What follows belongs to an exercise in optimizing a design on an open flow for small area, a short achievable clock period and few clock cycles per item; a production flow would make more cautious choices.
RTL that was checked went through simulation tests only; none was proved equivalent to the original.
For run 3, only the layout was checked, not whether the RTL still works.
No activity file was given, so power comes from the tool's default toggle rates.

### flow/run.sh
#!/bin/bash
# synth_recipe.tcl (not shown) runs the flow's synth.tcl, then flattens the netlist and writes it again
# the make line also repeats each setting of config.mk as NAME=value (left out here)
make -C /OpenROAD-flow-scripts/flow DESIGN_CONFIG=/design/flow/config.mk WORK_HOME=/design/flow/orfs CLKGATE_MAP_FILE= SYNTH_SCRIPT=/design/flow/synth_recipe.tcl finish
### flow/design.v
`default_nettype none
package ahbm_pkg;
   localparam int HADDR_W    = 32;
   localparam int HDATA_W    = 32;
   localparam int BUF_IDX_W  = 6;     
   localparam int BUF_DEPTH  = 64;
   localparam int BEAT_CNT_W = 4;     
   localparam logic [1:0] IDLE   = 2'b00;
   localparam logic [1:0] NONSEQ = 2'b10;
   localparam logic [1:0] SEQ    = 2'b11;
   localparam logic [2:0] WORD   = 3'b010;
endpackage
`default_nettype wire
`timescale 1ns/1ps
`default_nettype none
module ahbm_aoi22 (
   input  wire  a1,
   input  wire  a2,
   input  wire  b1,
   input  wire  b2,
   output wire  y
);
   assign y = ~((a1 & a2) | (b1 & b2));
endmodule
module ahbm_nand4 (
   input  wire  a,
   input  wire  b,
   input  wire  c,
   input  wire  d,
   output wire  y
);
   assign y = ~(a & b & c & d);
endmodule
module ahbm_rd_bit (
   input  wire [63:0]  d_i,
   input  wire [7:0]   lo_i,      
   input  wire [7:0]   hi_i,      
   output wire         q_o
);
   wire [31:0] g_n;
   wire [7:0]  g;
   wire [3:0]  f_n;
   for (genvar k = 0; k < 32; k++) begin : g_aoi
      assign g_n[k] = ~((d_i[2*k] & lo_i[(2*k)%8]) | (d_i[2*k+1] & lo_i[(2*k+1)%8]));
   end
   for (genvar k = 0; k < 8; k++) begin : g_nand
      assign g[k] = ~(g_n[4*k] & g_n[4*k+1] & g_n[4*k+2] & g_n[4*k+3]);
   end
   for (genvar k = 0; k < 4; k++) begin : f_aoi
      assign f_n[k] = ~((g[2*k] & hi_i[2*k]) | (g[2*k+1] & hi_i[2*k+1]));
   end
   assign q_o = ~(f_n[0] & f_n[1] & f_n[2] & f_n[3]);
endmodule
module ahbm_word_buffer (
   input  wire                             hclk,
   input  wire                             wr_en_i,
   input  wire [7:0]                       wr_lo_i,    
   input  wire [7:0]                       wr_hi_i,    
   input  wire [ahbm_pkg::HDATA_W-1:0]     wr_data_i,
   input  wire [31:0]                      rd_lo_i,    
   input  wire [7:0]                       rd_hi_i,    
   output logic [ahbm_pkg::HDATA_W-1:0]    rd_data_o
);
   logic [ahbm_pkg::HDATA_W-1:0]   mem [ahbm_pkg::BUF_DEPTH];
   always_ff @(posedge hclk) begin
      for (int i = 0; i < ahbm_pkg::BUF_DEPTH; i++) begin
         if (wr_en_i && wr_hi_i[i/8] && wr_lo_i[i%8]) mem[i] <= wr_data_i;
      end
   end
   for (genvar b = 0; b < ahbm_pkg::HDATA_W; b++) begin : g_rd
      logic [63:0] col;
      for (genvar i = 0; i < ahbm_pkg::BUF_DEPTH; i++) begin : g_col
         assign col[i] = mem[i][b];
      end
      ahbm_rd_bit u_rd (.d_i(col), .lo_i(rd_lo_i[8*(b/8) +: 8]), .hi_i(rd_hi_i), .q_o(rd_data_o[b]));
   end
endmodule
`default_nettype wire
`timescale 1ns/1ps
`default_nettype none
module ahbm_data_phase (
   input  wire                                hclk,
   input  wire                                hreset,
   input  wire                                cmd_valid_i,
   output logic                               busy_o,
   output logic                               busy_q,       
   input  wire [1:0]                          htrans_i,
   input  wire                                hwrite_i,
   input  wire                                last_i,
   input  wire [7:0]                          idx_lo_i,     
   input  wire [7:0]                          idx_hi_i,     
   input  wire                                hready_i,
   input  wire [ahbm_pkg::HDATA_W-1:0]        hrdata_i,
   output logic [ahbm_pkg::HDATA_W-1:0]       hwdata_o,
   output logic                               buf_wr_en_o,
   output logic [7:0]                         buf_wr_lo_o,
   output logic [7:0]                         buf_wr_hi_o,
   output logic [ahbm_pkg::HDATA_W-1:0]       buf_wr_data_o,
   input  wire [ahbm_pkg::HDATA_W-1:0]        buf_rd_data_i
);
   logic                            dp_valid;
   logic                            dp_last;
   logic [7:0]                      dp_lo;
   logic [7:0]                      dp_rd_hi;      
   logic                            fetch;         
   assign fetch = htrans_i[1] && hwrite_i && hready_i;
   assign buf_wr_en_o   = hready_i;
   assign buf_wr_lo_o   = dp_lo;
   assign buf_wr_hi_o   = dp_rd_hi;
   assign buf_wr_data_o = hrdata_i;
   function automatic logic busy_next(input logic hold);
      if (!hreset)                              busy_next = 1'b0;
      else if (cmd_valid_i && !busy_q)          busy_next = 1'b1;
      else if (dp_valid && hready_i && dp_last) busy_next = 1'b0;
      else                                      busy_next = hold;
   endfunction
   always_ff @(posedge hclk) begin
      busy_o   <= busy_next(busy_q);
      busy_q   <= busy_next(busy_o);
      if (fetch) hwdata_o <= buf_rd_data_i;
   end
   always_ff @(posedge hclk) begin
      if (!hreset) begin
         dp_valid <= 1'b0;
         dp_rd_hi <= '0;
      end else if (hready_i) begin
         dp_valid <= htrans_i[1];
         dp_rd_hi <= (htrans_i[1] && !hwrite_i) ? idx_hi_i : 8'b0;
      end
   end
   always_ff @(posedge hclk) begin
      if (hready_i) begin
         dp_last  <= last_i;
         dp_lo    <= idx_lo_i;
      end
   end
endmodule
`default_nettype wire
`timescale 1ns/1ps
`default_nettype none
module ahbm_sequencer (
   input  wire                                hclk,
   input  wire                                hreset,
   input  wire                                cmd_valid_i,
   input  wire                                cmd_write_i,
   input  wire [2:0]                          cmd_burst_i,
   input  wire [ahbm_pkg::HADDR_W-1:0]        cmd_addr_i,
   input  wire                                busy_i,
   input  wire                                hgrant_i,
   output logic                               hbusreq_o,
   input  wire                                hready_i,
   output logic [1:0]                         htrans_o,
   output logic                               hwrite_o,
   output logic [2:0]                         hburst_o,
   output logic [ahbm_pkg::HADDR_W-1:0]       haddr_o,
   output logic [1:0]                         htrans_q,    
   output logic                               hwrite_q,
   output logic                               last_o,      
   output logic [7:0]                         idx_hi_o,    
   output logic [31:0]                        rd_lo_o      
);
   logic                               own_q;         
   logic                               own;           
   logic                               cmd_accept;
   logic                               beat_accept;
   logic                               step;          
   logic [ahbm_pkg::BEAT_CNT_W-1:0]    beats_left;    
   logic                               hbusreq_q;
   logic [ahbm_pkg::HADDR_W-1:0]       haddr_q;
   logic [ahbm_pkg::HADDR_W-1:0]       haddr_d;
   function automatic logic [ahbm_pkg::BEAT_CNT_W-1:0] burst_left(input logic [2:0] burst);
      case (burst)
         3'b011:  burst_left = 4'd3;      
         3'b101:  burst_left = 4'd7;      
         3'b111:  burst_left = 4'd15;     
         default: burst_left = 4'd0;      
      endcase
   endfunction
   assign own         = hready_i ? hgrant_i : own_q;
   assign cmd_accept  = cmd_valid_i && !busy_i;
   assign beat_accept = htrans_q[1] && hready_i;
   assign last_o      = (beats_left == '0);
   assign step        = beat_accept && !last_o;
   always_ff @(posedge hclk) begin
      if (!hreset) own_q <= hready_i && hgrant_i;
      else         own_q <= own;
   end
   function automatic logic [1:0] htrans_next(input logic [1:0] hold);
      if (!hreset)                     htrans_next = ahbm_pkg::IDLE;
      else if (cmd_accept)             htrans_next = own ? ahbm_pkg::NONSEQ : ahbm_pkg::IDLE;
      else if (hbusreq_q && own)       htrans_next = ahbm_pkg::NONSEQ;
      else if (beat_accept)            htrans_next = last_o ? ahbm_pkg::IDLE : ahbm_pkg::SEQ;
      else                             htrans_next = hold;
   endfunction
   function automatic logic hbusreq_next(input logic hold);
      if (!hreset)                     hbusreq_next = 1'b0;
      else if (cmd_accept)             hbusreq_next = !own;
      else if (hbusreq_q && own)       hbusreq_next = 1'b0;
      else                             hbusreq_next = hold;
   endfunction
   assign haddr_d = cmd_accept ? cmd_addr_i : haddr_q + ahbm_pkg::HADDR_W'(4);
   always_ff @(posedge hclk) begin
      htrans_o  <= htrans_next(htrans_q);
      htrans_q  <= htrans_next(htrans_o);
      hbusreq_o <= hbusreq_next(hbusreq_q);
      hbusreq_q <= hbusreq_next(hbusreq_o);
      hwrite_o  <= cmd_accept ? cmd_write_i : hwrite_q;
      hwrite_q  <= cmd_accept ? cmd_write_i : hwrite_o;
      if (cmd_accept) hburst_o <= cmd_burst_i;
      haddr_o   <= (cmd_accept || step) ? haddr_d : haddr_q;
      haddr_q   <= (cmd_accept || step) ? haddr_d : haddr_o;
   end
   for (genvar k = 0; k < 4; k++) begin : g_rd_lo
      wire [7:0] src = rd_lo_o[8*((k+1)%4) +: 8];
      always_ff @(posedge hclk) begin
         if (cmd_accept)  rd_lo_o[8*k +: 8] <= 8'b1 << cmd_addr_i[4:2];
         else if (step)   rd_lo_o[8*k +: 8] <= {src[6:0], src[7]};
         else             rd_lo_o[8*k +: 8] <= src;
      end
   end
   always_ff @(posedge hclk) begin
      if (cmd_accept) begin
         beats_left <= burst_left(cmd_burst_i);
         idx_hi_o   <= 8'b1 << cmd_addr_i[7:5];
      end else if (step) begin
         beats_left <= beats_left - 1'b1;
         if (rd_lo_o[7]) idx_hi_o <= {idx_hi_o[6:0], idx_hi_o[7]};
      end
   end
endmodule
`default_nettype wire
`timescale 1ns/1ps
`default_nettype none
module ahbm_top (
   input  wire          hclk,
   input  wire          hreset,
   input  wire          cmd_write_i,
   input  wire [2:0]    cmd_burst_i,
   input  wire [31:0]   cmd_addr_i,
   input  wire          cmd_valid_i,
   output logic         busy_o,
   input  wire          hgrant_i,
   output logic         hbusreq_o,
   output logic [1:0]   htrans_o,
   output logic         hwrite_o,
   output logic [2:0]   hsize_o,
   output logic [2:0]   hburst_o,
   output logic [31:0]  haddr_o,
   input  wire          hready_i,
   output logic [31:0]  hwdata_o,
   input  wire [31:0]   hrdata_i
);
   logic                             last;
   logic                             busy_q;
   logic [1:0]                       htrans_q;
   logic                             hwrite_q;
   logic [7:0]                       idx_hi;
   logic [31:0]                      rd_lo;
   logic                             buf_wr_en;
   logic [7:0]                       buf_wr_lo, buf_wr_hi;
   logic [ahbm_pkg::HDATA_W-1:0]     buf_wr_data;
   logic [ahbm_pkg::HDATA_W-1:0]     buf_rd_data;
   assign hsize_o = ahbm_pkg::WORD;
   ahbm_sequencer sequencer_inst (
      .hclk        (hclk),
      .hreset      (hreset),
      .cmd_valid_i (cmd_valid_i),
      .cmd_write_i (cmd_write_i),
      .cmd_burst_i (cmd_burst_i),
      .cmd_addr_i  (cmd_addr_i),
      .busy_i      (busy_q),
      .hgrant_i    (hgrant_i),
      .hbusreq_o   (hbusreq_o),
      .hready_i    (hready_i),
      .htrans_o    (htrans_o),
      .hwrite_o    (hwrite_o),
      .hburst_o    (hburst_o),
      .haddr_o     (haddr_o),
      .htrans_q    (htrans_q),
      .hwrite_q    (hwrite_q),
      .last_o      (last),
      .idx_hi_o    (idx_hi),
      .rd_lo_o     (rd_lo)
   );
   ahbm_data_phase data_phase_inst (
      .hclk          (hclk),
      .hreset        (hreset),
      .cmd_valid_i   (cmd_valid_i),
      .busy_o        (busy_o),
      .busy_q        (busy_q),
      .htrans_i      (htrans_q),
      .hwrite_i      (hwrite_q),
      .last_i        (last),
      .idx_lo_i      (rd_lo[7:0]),
      .idx_hi_i      (idx_hi),
      .hready_i      (hready_i),
      .hrdata_i      (hrdata_i),
      .hwdata_o      (hwdata_o),
      .buf_wr_en_o   (buf_wr_en),
      .buf_wr_lo_o   (buf_wr_lo),
      .buf_wr_hi_o   (buf_wr_hi),
      .buf_wr_data_o (buf_wr_data),
      .buf_rd_data_i (buf_rd_data)
   );
   ahbm_word_buffer word_buffer_inst (
      .hclk      (hclk),
      .wr_en_i   (buf_wr_en),
      .wr_lo_i   (buf_wr_lo),
      .wr_hi_i   (buf_wr_hi),
      .wr_data_i (buf_wr_data),
      .rd_lo_i   (rd_lo),
      .rd_hi_i   (idx_hi),
      .rd_data_o (buf_rd_data)
   );
endmodule
`default_nettype wire
`timescale 1ns/1ps
`default_nettype none
module ahbm_dma (
   input  wire          hclk,
   input  wire          hreset,         
   input  wire          cmd_write_i,
   input  wire [2:0]    cmd_burst_i,
   input  wire [31:0]   cmd_addr_i,
   input  wire          cmd_valid_i,
   output wire          busy_o,
   input  wire          hgrant_i,
   output wire          hbusreq_o,
   output wire [1:0]    htrans_o,
   output wire          hwrite_o,
   output wire [2:0]    hsize_o,
   output wire [2:0]    hburst_o,
   output wire [31:0]   haddr_o,
   input  wire          hready_i,
   input  wire [1:0]    hresp_i,
   output wire [31:0]   hwdata_o,
   input  wire [31:0]   hrdata_i
);
   ahbm_top ahbm_top_inst (
      .hclk        (hclk),
      .hreset      (hreset),
      .cmd_write_i (cmd_write_i),
      .cmd_burst_i (cmd_burst_i),
      .cmd_addr_i  (cmd_addr_i),
      .cmd_valid_i (cmd_valid_i),
      .busy_o      (busy_o),
      .hgrant_i    (hgrant_i),
      .hbusreq_o   (hbusreq_o),
      .htrans_o    (htrans_o),
      .hwrite_o    (hwrite_o),
      .hsize_o     (hsize_o),
      .hburst_o    (hburst_o),
      .haddr_o     (haddr_o),
      .hready_i    (hready_i),
      .hwdata_o    (hwdata_o),
      .hrdata_i    (hrdata_i)
   );
endmodule
`default_nettype wire
### flow/config.mk
export PLATFORM = sky130hd
export DESIGN_NAME = ahbm_dma
export DESIGN_NICKNAME = ahbm_dma
export VERILOG_FILES = /design/flow/design.v
export SDC_FILE = /design/flow/constraint.sdc
export NUM_CORES = 4
export LEC_CHECK = 0
export CAP_MARGIN = 20
export CORE_MARGIN = 2
export CORE_UTILIZATION = 68
export CTS_BUF_LIST = sky130_fd_sc_hd__clkbuf_16
export CTS_CLUSTER_DIAMETER = 100
export CTS_CLUSTER_SIZE = 25
export SETUP_SLACK_MARGIN = 1.6
export SLEW_MARGIN = 20
export SYNTH_HIERARCHICAL = 1
export SYNTH_MINIMUM_KEEP_SIZE = 0
### flow/constraint.sdc
create_clock -name core_clock -period 3.5 [get_ports {hclk}]
set_input_delay 0.7000 -clock core_clock [delete_from_list [all_inputs] [get_ports {hclk}]]
set_output_delay 0.7000 -clock core_clock [all_outputs]
set_load 0.01 [all_outputs]
==> summary.txt, run 1 <==
Pwr
  – Pwr Density: 530.7 mW/mm2
  – VDD IR max: 549.6 uV
  – Static Leak: 28.02 nW

CTS
  – CTS Buffer Depth: 3
  – Worst-path clk slew: 100 ps
  – Skew-Pair Late Insertion Delay: 740 ps
  – CTS tree: built
  – CTS root buffer: clkbuf_16
  – Clock Sinks: 2220
  – CTS Hold Bufs: 0
  – TritonCTS buffer count: 98
  – H-tree Lvls: 3

Drt
  – Routed length on met1: 85.97 mm
  – Drt wl/cell: 35.84 um
  – Top sig layer: met5
  – Initial DRC count: 8490
  – Number of remaining DRC errors: 0
  – ANT nets after route: 0
  – Met2 WL post-DR: 107.1 mm
  – Drt first pass iters: 7
  – Vias after detailed routing: 47570
  – Metal3 WL: 29.47 mm
  – Routed WL: 231.1 mm
  – Vias per std cell: 7.378

Worst setup path
  – Critical Path AT: 1350 ps
  – CP endpoint kind: output port
  – Buf/Inv on CP: 1
  – Critical Path Fanout Max: 1
  – Crit path kind: reg2out
  – Kind of cell adding the most delay to the critical path: flip-flops
  – Worst R2R Start: ahbm_top_inst.sequencer_inst.rd_lo_o[15]$_DFF_P_
  – Cells along the critical path: buf_2
  – Slowest-stage cell, CP: edfxtp_1
  – Worst reg2reg path depth: 5
  – R2r setup slk: 1530 ps
  – CP required: 2800 ps
  – Critical R2R Capture: ahbm_top_inst.data_phase_inst.hwdata_o[13]$_DFFE_PP_
  – Max stage delay on crit path: 450 ps
  – CP startpoint kind: flop

STA
  – Final worst setup slack: 1447 ps
  – Worst Clk Skew: 23.94 ps
  – Relative slew slack: 0.2420
  – Final period utilization: 0.5866
  – Endpoints failing hold: 0
  – Peak Freq: 487.1 MHz
  – Fin. max-slew vios: 0
  – RSZ-0062 raised after global routing: yes
  – Final setup vio count: 0
  – Final min period: 2053 ps
  – Worst-margin pin slew: 1137 ps
  – Fin Setup TNS: 0 ps

Place
  – Placed insts: 6134
  – IO Port Bufs: 144
  – Placed Area: 0.08535 mm2
  – Dpl ws: 780.3 ps
  – Detailed Place HPWL: 124.5 mm
  – Placer Congestion: 0.8361

Synthesis
  – Cells after Synth: 4558
  – Dominant cells by area after synthesis: edfxtp_1, a22oi_1, buf_6
  – Synth Area in Compound Gates: 0.1149
  – Yosys reg bits: 2220
  – Synth Area in Adders: 0.0004536
  – Post-Syn Area: 0.08275 mm2
  – Post-synthesis cell type count: 59
  – Sequential share of the synthesized area: 0.7916
  – Largest area contributor in the netlist: edfxtp_1
  – YS warnings: 10
  – Simple-gate share of the synthesized area: 0.04237
  – Largest family of logic cells by synthesized area: compound AO/OA/AOI/OAI gates
  – XOR/XNOR Fraction of Synth Area: 0.005610
  – Post-synth top area share: 0.7635
  – Mux cell area share after synthesis: 0.004264
  – Async set or reset register ratio after synthesis: 0
  – Top FF cell, synth: edfxtp_1
  – Number of synthesized flops with an enable pin: 2104
  – Avg Cell Area, Syn: 18.16 um2

Floorplan
  – Die ar.: 0.1245 mm2
  – Die H: 352.8 um
  – Die W: 352.8 um
  – Standard-cell row count: 127
  – Number of I/O pins: 150
  – Initial Utilization: 0.6879
  – Core ar.: 0.1203 mm2

Status
  – Status: finished clean

Finish
  – Area Growth Syn to Fin: 9.716%
  – Reg area: 0.06568 mm2
  – Share of layout cells above drive strength 1: 0.1630
  – Commonest non-fill, non-tap cell in the layout: edfxtp_1
  – Fin nets: 4849
  – Fin util: 0.7548
  – Final Non-Filler Cells: 6448
  – Final instance area: 0.09079 mm2
  – Most frequent cells in the layout: edfxtp_1, a22oi_1, nand4_1
  – Area of the multi-input gates: 0.01477 mm2
  – FILL cells: 6847

Global routing
  – Global-route wire length before repair: 321.0 mm
  – Number of global-route vias before repair: 44470
  – Largest net degree at the start of global routing: 97
  – Overall Global Routing Usage: 0.3619
  – GR Overflow Total: 0
  – Initial antenna violation count: 8

Run
  – Max-cap violations: 0

Hold path
  – Worst Hold Launch: hrdata_i[3]
  – Hold path depth: 1
  – WHS Endpoint: ahbm_top_inst.word_buffer_inst.mem[56][3]$_DFFE_PP_
  – Worst Hold Class: in2reg
[synthesized netlist by cell type, types with 4 or more instances]
cell	count
a21boi_1	8
and3_1	72
clkbuf_1	17
nand4_1	311
dfxtp_1	116
nor3_1	13
nand2b_2	8
nand2_1	72
o211ai_1	13
xor2_1	34
buf_2	21
nand4b_1	8
nor2b_1	4
nor2_1	31
a21oi_1	17
o21ai_0	81
nor4_1	5
o21ai_1	7
a22oi_1	1152
mux2i_1	33
edfxtp_1	2104
inv_1	10
buf_6	232
buf_4	69
nand3_1	41
o21a_1	5
and2_1	4
xnor2_1	19
[through the flow]
step	total power, mW	hold WS (ps)
after floorplan	33.33	413.4
after global placement	34.74	424.7
after detailed placement	34.82	441.0
after CTS	47.77	454.2
after global routing	49.34	370.9
final	48.18	385.3
[modules after synthesis, one instance, submodules excluded, a selection]
module / cell area (um2) / flops+latches / times used
ahbm_rd_bit: 412.9 / 0 / 32
ahbm_data_phase: 2004 / 52 / 1
ahbm_word_buffer: 61980 / 2048 / 1
ahbm_sequencer: 5525 / 120 / 1
ahbm_top: 30.03 / 0 / 1
[layout make-up]
class                           instances  share of cell area
Clock inverter                         64            0.003170
Tap cell                             1612             0.02222
Timing Repair Buffer                  456             0.06046
Sequential cell                      2220              0.7234
Antenna cell                            1          0.00002756
Clock buffer                          100             0.02756
Inverter                               10           0.0004410
Multi-Input combinational cell       1985              0.1627
[registers in the layout (all words and copies together) (netlist names), 2 cells and up]
| name | cells |
|---|---|
| ahbm_top_inst.sequencer_inst.htrans_o | 2 |
| ahbm_top_inst.data_phase_inst.dp_rd_hi | 8 |
| ahbm_top_inst.sequencer_inst.rd_lo_o | 32 |
| ahbm_top_inst.sequencer_inst.hburst_o | 3 |
| ahbm_top_inst.data_phase_inst.hwdata_o | 32 |
| ahbm_top_inst.data_phase_inst.dp_lo | 8 |
| ahbm_top_inst.sequencer_inst.haddr_q | 32 |
| ahbm_top_inst.sequencer_inst.idx_hi_o | 8 |
| ahbm_top_inst.sequencer_inst.beats_left | 4 |
| ahbm_top_inst.sequencer_inst.htrans_q | 2 |
| ahbm_top_inst.sequencer_inst.haddr_o | 32 |
| ahbm_top_inst.word_buffer_inst.mem | 2048 |
[what timing repair did]
item / 4_1_cts / 5_1_grt
pin swaps: 19 / 57
buffers inserted: 93 / 42
endpoints found under the setup margin: 211 / 197
cloned: 3 / 9
gates resized for setup: 485 / 123
[metal layers]
metal | track usage | vias to the layer above
met4 | 0.1077 | 8
met1 | 0.5430 | 24230
met5 | 0 | -
met2 | 0.5522 | 3515
li1 | - | 19370
met3 | 0.06842 | 458
[where the power goes]
part,internal [mW],switching [mW]
registers,29.4,0.496
logic,2.00,3.31
clock network,5.24,7.77
total,36.6,11.6
[how the worst max path moves through the flow]
| stage | cells past startpoint | to | slack (ps) | startpoint |
|---|---|---|---|---|
| 3_5_place_dp | 5 | ahbm_top_inst.sequencer_inst.rd_lo_o[4]$_DFF_P_ | 780 | cmd_valid_i |
| 2_1_floorplan | 4 | ahbm_top_inst.sequencer_inst.idx_hi_o[0]$_DFFE_PP_ | 1600 | cmd_valid_i |
| 3_3_place_gp | 5 | ahbm_top_inst.sequencer_inst.rd_lo_o[12]$_DFF_P_ | 810 | cmd_valid_i |
| 5_1_grt | 1 | hwdata_o[31] | 1400 | ahbm_top_inst.data_phase_inst.hwdata_o[31]$_DFFE_PP_ |
| 4_1_cts | 1 | hwdata_o[31] | 1400 | ahbm_top_inst.data_phase_inst.hwdata_o[31]$_DFFE_PP_ |
| 6_report | 1 | hwdata_o[31] | 1450 | ahbm_top_inst.data_phase_inst.hwdata_o[31]$_DFFE_PP_ |
[cells by family after synthesis]
family          Yosys count
compound gates         1301
xor+xnor                 53
fa+ha+maj                 3
buf+inv                 354
flops                  2220
mux                      35
other cells               2
simple gates            590
Testbench counts, summed over its fixed seeds: cycles 30,663, beats 17,256.
==> run 2: changes to the inputs <==
--- a/flow/config.mk
+++ b/flow/config.mk
@@ -11,7 +11,7 @@
 export CTS_BUF_LIST = sky130_fd_sc_hd__clkbuf_16
 export CTS_CLUSTER_DIAMETER = 100
 export CTS_CLUSTER_SIZE = 25
-export SETUP_SLACK_MARGIN = 1.6
+export SETUP_SLACK_MARGIN = 1.5
 export SLEW_MARGIN = 20
 export SYNTH_HIERARCHICAL = 1
 export SYNTH_MINIMUM_KEEP_SIZE = 0
==> summary.txt, run 2 <==
Worst setup path
  – Kind of cell adding the most delay to the critical path: flip-flops
  – Critical Path AT: 1380 ps (+30 ps)
  – CP startpoint kind: flop
  – CP endpoint kind: output port
  – Slowest-stage cell, CP: edfxtp_1
  – Max stage delay on crit path: 470 ps (+20 ps)
  – Buf/Inv on CP: 1 (unchanged)
  – CP required: 2800 ps (about the same)
  – Crit path kind: reg2out
  – Cells along the critical path: buf_2
  – Critical Path Fanout Max: 1 (unchanged)

Run
  – Max-cap violations: 0 (unchanged)

STA
  – Worst-margin pin slew: 1147 ps (+10.18 ps)
  – Peak Freq: 480.7 MHz (-1.3%)
  – Relative slew slack: 0.2352 (-0.006789)
  – Fin. max-slew vios: 0 (unchanged)
  – Final min period: 2080 ps (+27.24 ps)
  – RSZ-0062 raised after global routing: yes
  – Fin Setup TNS: 0 ps (unchanged)
  – Final setup vio count: 0 (unchanged)
  – Final worst setup slack: 1420 ps (-27.24 ps)
  – Endpoints failing hold: 0 (unchanged)
  – Final period utilization: 0.5944 (+0.007783)
  – Worst Clk Skew: 41.22 ps (+17.28 ps)

Synthesis
  – Async set or reset register ratio after synthesis: 0 (unchanged)
  – YS warnings: 10 (unchanged)
  – Dominant cell by count in the synthesized netlist: edfxtp_1
  – Cells after Synth: 4558 (unchanged)
  – Post-synthesis cell type count: 59 (unchanged)
  – Dominant cells by area after synthesis: edfxtp_1, a22oi_1, buf_6
  – Post-Syn Area: 0.08275 mm2 (unchanged)
  – Yosys reg bits: 2220 (unchanged)
  – Top FF cell, synth: edfxtp_1
  – Largest area contributor in the netlist: edfxtp_1
  – Number of synthesized flops with an enable pin: 2104 (unchanged)
  – Post-synth top area share: 0.7635 (unchanged)
  – Sequential share of the synthesized area: 0.7916 (unchanged)
  – Synth cell count leaders: edfxtp_1, a22oi_1, nand4_1, buf_6, dfxtp_1
  – Avg Cell Area, Syn: 18.16 um2 (unchanged)

Pwr
  – Sw Ratio: 0.2402 (about the same)
  – Static Leak: 28.00 nW (about the same)
  – Pwr Density: 531.4 mW/mm2 (+0.14%)
  – Sequential share of power: 0.622 (+0.002)
  – Internal: 36.44 mW (-0.43%)
  – Switching power total: 11.52 mW (-0.51%)
  – VDD IR max: 505.5 uV (-8.0%)
  – Combinational share of power: 0.111 (about the same)
  – Clock power frac: 0.267 (-0.003)

Global routing
  – Overall Global Routing Usage: 0.3706 (+0.008728)
  – Initial antenna violation count: 7 (-1)
  – Largest net degree at the start of global routing: 94 (-3.1%)
  – GR Overflow Total: 0 (unchanged)
  – Global-route wire length before repair: 327.1 mm (+1.9%)
  – Number of global-route vias before repair: 45370 (+2.0%)

Place
  – Dpl ws: 972.5 ps (+192.2 ps)
  – Placer Congestion: 0.8594 (+2.8%)
  – Detailed Place HPWL: 130.6 mm (+4.8%)
  – IO Port Bufs: 144 (unchanged)
  – Placed insts: 6192 (+0.95%)
  – Placed Area: 0.08570 mm2 (+0.41%)

Finish
  – Most frequent cells in the layout: edfxtp_1, a22oi_1, nand4_1
  – Final instance area: 0.09026 mm2 (-0.59%)
  – Share of layout cells above drive strength 1: 0.1627 (-0.0003078)
  – Reg area: 0.06567 mm2 (about the same)
  – Area of the multi-input gates: 0.01442 mm2 (-2.4%)
  – Fin util: 0.7504 (-0.004421)
  – Max FFs per register: 2048 (unchanged)
  – FILL cells: 7014 (+2.4%)
  – Final Non-Filler Cells: 6454 (+0.093%)
  – Most flop-heavy register: ahbm_top_inst.word_buffer_inst.mem
  – Commonest non-fill, non-tap cell in the layout: edfxtp_1
  – Area Growth Syn to Fin: 9.074%
  – Fin nets: 4885 (+0.74%)

Drt
  – Number of remaining DRC errors: 0 (unchanged)
  – Drt first pass iters: 8 (+1)
  – Vias after detailed routing: 47290 (-0.60%)
  – ANT nets after route: 0 (unchanged)
  – Routed WL: 233.8 mm (+1.2%)
  – Vias per std cell: 7.327 (-0.69%)
  – Initial DRC count: 7992 (-5.9%)
  – Drt wl/cell: 36.23 um (+1.1%)

Hold path
  – Worst Hold Class: in2reg

CTS
  – H-tree Lvls: 3 (unchanged)
  – CTS Buffer Depth: 3 (unchanged)
  – CTS Hold Bufs: 0 (unchanged)
  – Worst-path clk slew: 100 ps (about the same)
  – CTS root buffer: clkbuf_16
  – TritonCTS buffer count: 98 (unchanged)
  – Skew-Pair Late Insertion Delay: 750 ps (about the same)
  – CTS tree: built
  – Clock Sinks: 2220 (unchanged)

Floorplan
  – Number of I/O pins: 150 (unchanged)
  – Initial Utilization: 0.6879 (unchanged)
  – Die ar.: 0.1245 mm2 (unchanged)
  – Die H: 352.8 um (unchanged)
  – Die W: 352.8 um (unchanged)
  – Core ar.: 0.1203 mm2 (unchanged)
  – Standard-cell row count: 127 (unchanged)

Status
  – Status: finished clean
==> run 2: what timing repair did <==
item | CTS | global route
cloned | 6 | 3
pin swaps | 18 | 31
endpoints found under the setup margin | 192 | 118
setup buffers | 87 | 31
gates resized for setup | 400 | 87
==> run 2: path summary, 6_finish.rpt <==
kind | startpoint | to | slack, ps | cells past startpoint
setup / recovery | ahbm_top_inst.data_phase_inst.hwdata_o[7]$_DFFE_PP_ | hwdata_o[7] | 1420 | 1
setup reg to reg | ahbm_top_inst.sequencer_inst.rd_lo_o[3]$_DFF_P_ | ahbm_top_inst.data_phase_inst.hwdata_o[6]$_DFFE_PP_ | 1420 | 5
hold / removal | hready_i | ahbm_top_inst.sequencer_inst.own_q$_DFF_P_ | 330 | 2
hold reg to reg | ahbm_top_inst.sequencer_inst.haddr_q[1]$_DFF_P_ | ahbm_top_inst.sequencer_inst.haddr_o[1]$_DFF_P_ | 450 | 2
==> run 2: modules after synthesis (local to each module, per instance), excerpt <==
| module | flip-flops and latches | copies in the design | cell area [um2] | cells inside |
|---|---|---|---|---|
| ahbm_top | 0 | 1 | 30.03 | 5 |
| ahbm_word_buffer | 2048 | 1 | 61980 | 2119 |
| ahbm_data_phase | 52 | 1 | 2004 | 122 |
| ahbm_rd_bit | 0 | 32 | 412.9 | 53 |
| ahbm_sequencer | 120 | 1 | 5525 | 616 |
==> run 2: per-stage QoR <==
stage | hold slack, ps | total power [mW]
after global placement | 422.8 | 34.93
after CTS | 297.8 | 47.61
final | 325.2 | 47.96
after global routing | 315.0 | 49.07
after floorplan | 413.4 | 33.32
after detailed placement | 440.3 | 35.00
==> run 2: worst reg2reg max path: stages (launching register included) <==
cell     delay, ps
dfxtp_4        430
buf_4          200
a22oi_1        170
nand4_1        230
a22oi_1        240
nand4_1        390
==> run 2: per-layer routing <==
metal / wire, um / GRT usage
met1: 85550 / 0.5351
met2: 108900 / 0.5703
met3: 29140 / 0.07468
met4: 10130 / 0.1393
met5: 80 / 0
==> run 2: kinds of logic (layout without fill, tap and decap cells) <==
kind of cell / count (synthesis) / count (layout) / synth area share
xor gates and xnor gates: 53 / 53 / 0.005610
adders and majority gates: 3 / 3 / 0.0004537
muxes: 35 / 35 / 0.004264
AOI/OAI and AO/OA: 1301 / 1301 / 0.1149
DFF: 2220 / 2220 / 0.7916
other: 2 / 7 / 0.00009075
buffers and inverters: 354 / 633 / 0.04070
and+or+nand+nor: 590 / 590 / 0.04237
==> run 2: final cells by class <==
class / count / share of cell area
Inverter: 10 / 0.0004297
Antenna cell: 4 / 0.0001109
Clock buffer: 100 / 0.02772
Tap cell: 1612 / 0.02235
Clock inverter: 31 / 0.001525
Timing Repair Buffer: 492 / 0.06063
Sequential cell: 2220 / 0.7275
Multi-Input combinational cell: 1985 / 0.1597
==> run 2: power groups by stage <==
stage               logic (mW)  registers [mW]  clock network (mW)
detailed placement        4.42            30.6                   0
CTS                       4.99            29.8                12.8
global route              5.59            29.8                13.6
floorplan                 3.06            30.3                   0
global placement          4.34            30.6                   0
finish                    5.33            29.8                12.8
==> run 3: changes to the inputs <==
--- a/flow/design.v
+++ b/flow/design.v
@@ -35,21 +35,29 @@
    input  wire [63:0]  d_i,
    input  wire [7:0]   lo_i,      
    input  wire [7:0]   hi_i,      
-   output wire         q_o
+   input  wire         keep_i,    
+   input  wire         hold_a_i,
+   input  wire         hold_b_i,
+   output wire         q_a_o,
+   output wire         q_b_o
 );
    wire [31:0] g_n;
    wire [7:0]  g;
-   wire [3:0]  f_n;
+   wire [2:0]  f_n;
+   wire        f_a_n, f_b_n;
    for (genvar k = 0; k < 32; k++) begin : g_aoi
       assign g_n[k] = ~((d_i[2*k] & lo_i[(2*k)%8]) | (d_i[2*k+1] & lo_i[(2*k+1)%8]));
    end
    for (genvar k = 0; k < 8; k++) begin : g_nand
       assign g[k] = ~(g_n[4*k] & g_n[4*k+1] & g_n[4*k+2] & g_n[4*k+3]);
    end
-   for (genvar k = 0; k < 4; k++) begin : f_aoi
+   for (genvar k = 0; k < 3; k++) begin : f_aoi
       assign f_n[k] = ~((g[2*k] & hi_i[2*k]) | (g[2*k+1] & hi_i[2*k+1]));
    end
-   assign q_o = ~(f_n[0] & f_n[1] & f_n[2] & f_n[3]);
+   assign f_a_n = ~((g[6] & hi_i[6]) | (g[7] & hi_i[7]) | (hold_a_i & keep_i));
+   assign f_b_n = ~((g[6] & hi_i[6]) | (g[7] & hi_i[7]) | (hold_b_i & keep_i));
+   assign q_a_o = ~(f_n[0] & f_n[1] & f_n[2] & f_a_n);
+   assign q_b_o = ~(f_n[0] & f_n[1] & f_n[2] & f_b_n);
 endmodule
 module ahbm_word_buffer (
    input  wire                             hclk,
@@ -59,9 +67,18 @@
    input  wire [ahbm_pkg::HDATA_W-1:0]     wr_data_i,
    input  wire [31:0]                      rd_lo_i,    
    input  wire [7:0]                       rd_hi_i,    
-   output logic [ahbm_pkg::HDATA_W-1:0]    rd_data_o
+   input  wire                             fetch_i,    
+   output logic [ahbm_pkg::HDATA_W-1:0]    hwdata_o
 );
    logic [ahbm_pkg::HDATA_W-1:0]   mem [ahbm_pkg::BUF_DEPTH];
+   logic [ahbm_pkg::HDATA_W-1:0]   hwdata_q;      
+   logic [ahbm_pkg::HDATA_W-1:0]   next_a, next_b;
+   logic [7:0]                     rd_hi;
+   assign rd_hi = rd_hi_i & {8{fetch_i}};
+   always_ff @(posedge hclk) begin
+      hwdata_o <= next_a;
+      hwdata_q <= next_b;
+   end
    always_ff @(posedge hclk) begin
       for (int i = 0; i < ahbm_pkg::BUF_DEPTH; i++) begin
          if (wr_en_i && wr_hi_i[i/8] && wr_lo_i[i%8]) mem[i] <= wr_data_i;
@@ -72,7 +89,16 @@
       for (genvar i = 0; i < ahbm_pkg::BUF_DEPTH; i++) begin : g_col
          assign col[i] = mem[i][b];
       end
-      ahbm_rd_bit u_rd (.d_i(col), .lo_i(rd_lo_i[8*(b/8) +: 8]), .hi_i(rd_hi_i), .q_o(rd_data_o[b]));
+      ahbm_rd_bit u_rd (
+         .d_i      (col),
+         .lo_i     (rd_lo_i[8*(b/8) +: 8]),
+         .hi_i     (rd_hi),
+         .keep_i   (!fetch_i),
+         .hold_a_i (hwdata_q[b]),
+         .hold_b_i (hwdata_o[b]),
+         .q_a_o    (next_a[b]),
+         .q_b_o    (next_b[b])
+      );
    end
 endmodule
 `default_nettype wire
@@ -91,19 +117,19 @@
    input  wire [7:0]                          idx_hi_i,     
    input  wire                                hready_i,
    input  wire [ahbm_pkg::HDATA_W-1:0]        hrdata_i,
-   output logic [ahbm_pkg::HDATA_W-1:0]       hwdata_o,
+   output logic                               fetch_o,      
    output logic                               buf_wr_en_o,
    output logic [7:0]                         buf_wr_lo_o,
    output logic [7:0]                         buf_wr_hi_o,
-   output logic [ahbm_pkg::HDATA_W-1:0]       buf_wr_data_o,
-   input  wire [ahbm_pkg::HDATA_W-1:0]        buf_rd_data_i
+   output logic [ahbm_pkg::HDATA_W-1:0]       buf_wr_data_o
 );
    logic                            dp_valid;
    logic                            dp_last;
    logic [7:0]                      dp_lo;
+   logic [7:0]                      dp_lo_q;       
    logic [7:0]                      dp_rd_hi;      
-   logic                            fetch;         
-   assign fetch = htrans_i[1] && hwrite_i && hready_i;
+   logic [7:0]                      dp_rd_hi_q;    
+   assign fetch_o = htrans_i[1] && hwrite_i && hready_i;
    assign buf_wr_en_o   = hready_i;
    assign buf_wr_lo_o   = dp_lo;
    assign buf_wr_hi_o   = dp_rd_hi;
@@ -115,23 +141,27 @@
       else                                      busy_next = hold;
    endfunction
    always_ff @(posedge hclk) begin
+      dp_lo    <= hready_i ? idx_lo_i : dp_lo_q;
+      dp_lo_q  <= hready_i ? idx_lo_i : dp_lo;
       busy_o   <= busy_next(busy_q);
       busy_q   <= busy_next(busy_o);
-      if (fetch) hwdata_o <= buf_rd_data_i;
+   end
+   function automatic logic [7:0] rd_hi_next(input logic [7:0] hold);
+      if (!hreset)        rd_hi_next = '0;
+      else if (hready_i)  rd_hi_next = (htrans_i[1] && !hwrite_i) ? idx_hi_i : 8'b0;
+      else                rd_hi_next = hold;
+   endfunction
+   always_ff @(posedge hclk) begin
+      dp_rd_hi   <= rd_hi_next(dp_rd_hi_q);
+      dp_rd_hi_q <= rd_hi_next(dp_rd_hi);
    end
    always_ff @(posedge hclk) begin
-      if (!hreset) begin
-         dp_valid <= 1'b0;
-         dp_rd_hi <= '0;
-      end else if (hready_i) begin
-         dp_valid <= htrans_i[1];
-         dp_rd_hi <= (htrans_i[1] && !hwrite_i) ? idx_hi_i : 8'b0;
-      end
+      if (!hreset)        dp_valid <= 1'b0;
+      else if (hready_i)  dp_valid <= htrans_i[1];
    end
    always_ff @(posedge hclk) begin
       if (hready_i) begin
          dp_last  <= last_i;
-         dp_lo    <= idx_lo_i;
       end
    end
 endmodule
@@ -166,6 +196,7 @@
    logic                               step;          
    logic [ahbm_pkg::BEAT_CNT_W-1:0]    beats_left;    
    logic                               hbusreq_q;
+   logic [2:0]                         hburst_q;
    logic [ahbm_pkg::HADDR_W-1:0]       haddr_q;
    logic [ahbm_pkg::HADDR_W-1:0]       haddr_d;
    function automatic logic [ahbm_pkg::BEAT_CNT_W-1:0] burst_left(input logic [2:0] burst);
@@ -179,7 +210,6 @@
    assign own         = hready_i ? hgrant_i : own_q;
    assign cmd_accept  = cmd_valid_i && !busy_i;
    assign beat_accept = htrans_q[1] && hready_i;
-   assign last_o      = (beats_left == '0);
    assign step        = beat_accept && !last_o;
    always_ff @(posedge hclk) begin
       if (!hreset) own_q <= hready_i && hgrant_i;
@@ -206,7 +236,8 @@
       hbusreq_q <= hbusreq_next(hbusreq_o);
       hwrite_o  <= cmd_accept ? cmd_write_i : hwrite_q;
       hwrite_q  <= cmd_accept ? cmd_write_i : hwrite_o;
-      if (cmd_accept) hburst_o <= cmd_burst_i;
+      hburst_o  <= cmd_accept ? cmd_burst_i : hburst_q;
+      hburst_q  <= cmd_accept ? cmd_burst_i : hburst_o;
       haddr_o   <= (cmd_accept || step) ? haddr_d : haddr_q;
       haddr_q   <= (cmd_accept || step) ? haddr_d : haddr_o;
    end
@@ -221,9 +252,11 @@
    always_ff @(posedge hclk) begin
       if (cmd_accept) begin
          beats_left <= burst_left(cmd_burst_i);
+         last_o     <= (burst_left(cmd_burst_i) == '0);
          idx_hi_o   <= 8'b1 << cmd_addr_i[7:5];
       end else if (step) begin
          beats_left <= beats_left - 1'b1;
+         last_o     <= (beats_left == ahbm_pkg::BEAT_CNT_W'(1));
          if (rd_lo_o[7]) idx_hi_o <= {idx_hi_o[6:0], idx_hi_o[7]};
       end
    end
@@ -259,7 +292,7 @@
    logic                             buf_wr_en;
    logic [7:0]                       buf_wr_lo, buf_wr_hi;
    logic [ahbm_pkg::HDATA_W-1:0]     buf_wr_data;
-   logic [ahbm_pkg::HDATA_W-1:0]     buf_rd_data;
+   logic                             fetch;
    assign hsize_o = ahbm_pkg::WORD;
    ahbm_sequencer sequencer_inst (
       .hclk        (hclk),
@@ -295,12 +328,11 @@
       .idx_hi_i      (idx_hi),
       .hready_i      (hready_i),
       .hrdata_i      (hrdata_i),
-      .hwdata_o      (hwdata_o),
+      .fetch_o       (fetch),
       .buf_wr_en_o   (buf_wr_en),
       .buf_wr_lo_o   (buf_wr_lo),
       .buf_wr_hi_o   (buf_wr_hi),
-      .buf_wr_data_o (buf_wr_data),
-      .buf_rd_data_i (buf_rd_data)
+      .buf_wr_data_o (buf_wr_data)
    );
    ahbm_word_buffer word_buffer_inst (
       .hclk      (hclk),
@@ -310,7 +342,8 @@
       .wr_data_i (buf_wr_data),
       .rd_lo_i   (rd_lo),
       .rd_hi_i   (idx_hi),
-      .rd_data_o (buf_rd_data)
+      .fetch_i   (fetch),
+      .hwdata_o  (hwdata_o)
    );
 endmodule
 `default_nettype wire
--- a/flow/config.mk
+++ b/flow/config.mk
@@ -11,7 +11,7 @@
 export CTS_BUF_LIST = sky130_fd_sc_hd__clkbuf_16
 export CTS_CLUSTER_DIAMETER = 100
 export CTS_CLUSTER_SIZE = 25
-export SETUP_SLACK_MARGIN = 1.5
+export SETUP_SLACK_MARGIN = 1.6
 export SLEW_MARGIN = 20
 export SYNTH_HIERARCHICAL = 1
 export SYNTH_MINIMUM_KEEP_SIZE = 0
==> summary.txt, run 3 <==
Synthesis
  – Synth cell count leaders: edfxtp_1, a22oi_1, nand4_1, dfxtp_1, buf_6
  – Mux cell area share after synthesis: 0.004183 (-0.00008089)
  – Dominant cell by count in the synthesized netlist: edfxtp_1
  – Largest family of logic cells by synthesized area: compound AO/OA/AOI/OAI gates
  – Post-Syn Area: 0.08465 mm2 (+2.3%)
  – Largest area contributor in the netlist: edfxtp_1
  – Top FF cell, synth: edfxtp_1
  – Avg Cell Area, Syn: 17.41 um2 (-4.1%)
  – Dominant cells by area after synthesis: edfxtp_1, a22oi_1, dfxtp_1
  – Sequential share of the synthesized area: 0.7811 (-0.01043)
  – Simple-gate share of the synthesized area: 0.04168 (-0.0006845)
  – Number of synthesized flops with an enable pin: 2062 (-2.0%)
  – XOR/XNOR Fraction of Synth Area: 0.005380 (-0.0002293)
  – Post-synthesis cell type count: 55 (-6.8%)
  – Async set or reset register ratio after synthesis: 0 (unchanged)
  – Cells after Synth: 4862 (+6.7%)
  – YS warnings: 10 (unchanged)
  – Synth Area in Compound Gates: 0.1240 (+0.009083)
  – Synth Area in Adders: 0.0004434 (-0.00001018)
  – Yosys reg bits: 2272 (+2.3%)
  – Post-synth top area share: 0.7315 (-0.03203)

Finish
  – Most flop-heavy register: ahbm_top_inst.word_buffer_inst.mem
  – Commonest non-fill, non-tap cell in the layout: edfxtp_1
  – Max FFs per register: 2048 (unchanged)
  – Final Non-Filler Cells: 6877 (+6.6%)
  – Fin nets: 5232 (+7.1%)
  – Area Growth Syn to Fin: 11.47%
  – Share of layout cells above drive strength 1: 0.1921 (+0.02942)
  – FILL cells: 7158 (+2.1%)
  – Most frequent cells in the layout: edfxtp_1, a22oi_1, nand4_1
  – Fin util: 0.7632 (+0.01288)

Hold path
  – Worst Hold Class: in2reg

STA
  – Final worst setup slack: 1516 ps (+96.42 ps)
  – Final period utilization: 0.5668 (-0.02755)
  – Endpoints failing hold: 0 (unchanged)
  – Final min period: 1984 ps (-96.42 ps)
  – Worst-margin pin slew: 1158 ps (+11.18 ps)
  – Worst Clk Skew: 20.94 ps (-20.27 ps)
  – Fin. max-slew vios: 0 (unchanged)
  – Final setup vio count: 0 (unchanged)
  – Peak Freq: 504.1 MHz (+4.9%)
  – Fin Setup TNS: 0 ps (unchanged)
  – Relative slew slack: 0.2278 (-0.007450)
  – RSZ-0062 raised after global routing: yes

Drt
  – Vias per std cell: 7.301 (-0.36%)
  – Drt wl/cell: 36.06 um (-0.47%)
  – ANT nets after route: 0 (unchanged)
  – Drt first pass iters: 6 (-2)
  – Number of remaining DRC errors: 0 (unchanged)
  – Initial DRC count: 8448 (+5.7%)
  – Vias after detailed routing: 50210 (+6.2%)
  – Routed WL: 248.0 mm (+6.1%)

Floorplan
  – Standard-cell row count: 129 (+1.6%)
  – Die ar.: 0.1273 mm2 (+2.3%)
  – Die W: 356.8 um (+1.1%)
  – Number of I/O pins: 150 (unchanged)
  – Initial Utilization: 0.6847 (-0.003261)
  – Core ar.: 0.1236 mm2 (+2.8%)
  – Die H: 356.8 um (+1.1%)

Global routing
  – Largest net degree at the start of global routing: 108 (+15%)
  – GR Overflow Total: 0 (unchanged)
  – Initial antenna violation count: 4 (-3)
  – Overall Global Routing Usage: 0.3835 (+0.01291)
  – Global-route wire length before repair: 343.2 mm (+4.9%)
  – Number of global-route vias before repair: 46940 (+3.5%)

CTS
  – Clock Sinks: 2272 (+2.3%)
  – Skew-Pair Late Insertion Delay: 740 ps (about the same)
  – Worst-path clk slew: 100 ps (about the same)
  – CTS root buffer: clkbuf_16
  – TritonCTS buffer count: 100 (+2.0%)
  – CTS tree: built
  – CTS Hold Bufs: 0 (unchanged)
  – CTS Buffer Depth: 3 (unchanged)
  – H-tree Lvls: 3 (unchanged)

Worst setup path
  – Kind of cell adding the most delay to the critical path: flip-flops
  – Crit path kind: reg2out
  – CP required: 2800 ps (about the same)
  – Cells along the critical path: buf_2
  – Buf/Inv on CP: 1 (unchanged)
  – CP startpoint kind: flop
  – Max stage delay on crit path: 370 ps (-100 ps)
  – CP endpoint kind: output port
  – Critical Path AT: 1280 ps (-100 ps)
  – Critical Path Fanout Max: 2 (+1)
  – Slowest-stage cell, CP: dfxtp_2

Place
  – Placed insts: 6486 (+4.7%)
  – IO Port Bufs: 144 (unchanged)
  – Detailed Place HPWL: 125.5 mm (-3.9%)
  – Dpl ws: 633.5 ps (-338.9 ps)
  – Placer Congestion: 0.8217 (-4.4%)

Run
  – Max-cap violations: 0 (unchanged)

Status
  – Status: finished clean

Pwr
  – Power consumption: 49.65 mW (+3.5%)
  – VDD IR max: 451.9 uV (-11%)
  – Pwr Density: 526.2 mW/mm2 (-0.98%)
  – Static Leak: 29.30 nW (+4.6%)
[run 3: cell types whose count changed in the layout (fill, tap and decap cells not counted), sizes merged, moves of 55 or more]
cell	before	now
inv	38	196
a41oi	0	96
nand2	73	168
dfxtp	116	210
nand4	313	244
a22oi	1152	1088
buf	431	486
[run 3: final timing paths]
kind | end | slack, ps | startpoint | cells after the start
max | hwdata_o[12] | 1520 | ahbm_top_inst.word_buffer_inst.hwdata_o[12]$_DFF_P_ | 1
min | ahbm_top_inst.word_buffer_inst.mem[13][24]$_DFFE_PP_ | 380 | hrdata_i[24] | 1
max reg2reg | ahbm_top_inst.word_buffer_inst.hwdata_q[4]$_DFF_P_ | 1520 | ahbm_top_inst.sequencer_inst.htrans_q[1]$_SDFF_PN0_ | 9
min reg2reg | ahbm_top_inst.sequencer_inst.hburst_o[0]$_DFF_P_ | 430 | ahbm_top_inst.sequencer_inst.hburst_q[0]$_DFF_P_ | 2
[run 3: layer usage]
metal	part of all wire	GRT usage	wire (um)
met1	0.37	0.5621	91250
met4	0.037	0.1213	9188
met3	0.14	0.08158	33820
met2	0.46	0.5889	113700
met5	0.000065	0	16
[run 3: area by class of cell]
cell class	count	area (um2)	area share
timing repair buffer	533	6113	0.06479
tap	1637	2048	0.02171
timing repair inverter	1	7.507	0.00007956
antenna	3	7.507	0.00007956
inverter	121	510.5	0.005410
sequential	2272	66410	0.7038
clock inverter	84	326.6	0.003461
clock buffer	101	2527	0.02678
multi-input combinational	2125	16410	0.1739
[run 3: per-stage QoR]
stage,instance area (um2),hold slack (ps)
after global routing,94360,380.3
final,94360,382.0
after global placement,87160,409.8
after detailed placement,87160,418.9
after floorplan,84760,399.1
after CTS,92490,433.6
[run 3: cells by family (layout without fill, tap and decap cells)]
group / count (synthesis) / after routing
XOR/XNOR: 52 / 52
flip-flops: 2272 / 2272
multiplexers: 35 / 35
buffers and inverters: 474 / 840
other: 2 / 6
AO/OA/AOI/OAI: 1392 / 1392
AND/OR/NAND/NOR: 632 / 640
adder cells (fa/ha/maj): 3 / 3
[run 3: repair_timing]
action / in CTS / in global routing
resized for setup: 605 / 190
buffers inserted: 112 / 75
gates cloned: 9 / 3
hold endpoints to repair: 0 / 0
setup endpoints to repair: 235 / 182
pin swaps: 46 / 84
[run 3: modules after synthesis (local to each module, per instance), excerpt]
module | times used | cells inside | flip-flops and latches
ahbm_data_phase | 1 | 166 | 36
ahbm_top | 1 | 5 | 0
ahbm_word_buffer | 1 | 2191 | 2112
ahbm_sequencer | 1 | 644 | 124
ahbm_rd_bit | 32 | 58 | 0
[run 3: where the power goes]
part / total (mW) / internal [mW] / switching, mW
registers: 31.0 / 30.3 / 0.739
clock network: 13.3 / 5.30 / 7.98
logic: 5.36 / 2.20 / 3.16

==> afterwards: timing with drivers on the ports <==
The results above use ideal ports. As a check the final layouts listed here were re-extracted and re-timed, cells and wires unchanged.
Step 1 (the two cells are an assumption about what drives the block):
set clk [get_ports {hclk}]
set_driving_cell -lib_cell sky130_fd_sc_hd__clkbuf_16 $clk
set_driving_cell -lib_cell sky130_fd_sc_hd__buf_2 [delete_from_list [all_inputs] $clk]
Step 2 also shifts input and output timing later by t, the mid clock arrival at the registers, as if the neighbouring blocks saw the same clock.
Three values: ideal ports, drivers, drivers and shift; two values: the first two.
run	shift t [ns]	setup WS [ns]	hold WS [ns]	worst slew at a driven data input, ns	cell pins on the clock port's net
run 1	0.816	1.447 / 1.362 / 0.864	0.385 / 0.321 / 0.452	0.15	1
run 2	0.809	1.420 / 1.338 / 0.780	0.325 / 0.278 / 0.451	0.15	1
run 3	0.811	1.516 / 1.431 / 0.818	0.382 / 0.317 / 0.428	0.08	1
After both steps setup and hold are still met in every run listed. The setup slack of run 3, which loses most, moves by -0.085 ns with the drivers and by -0.698 ns with both steps.
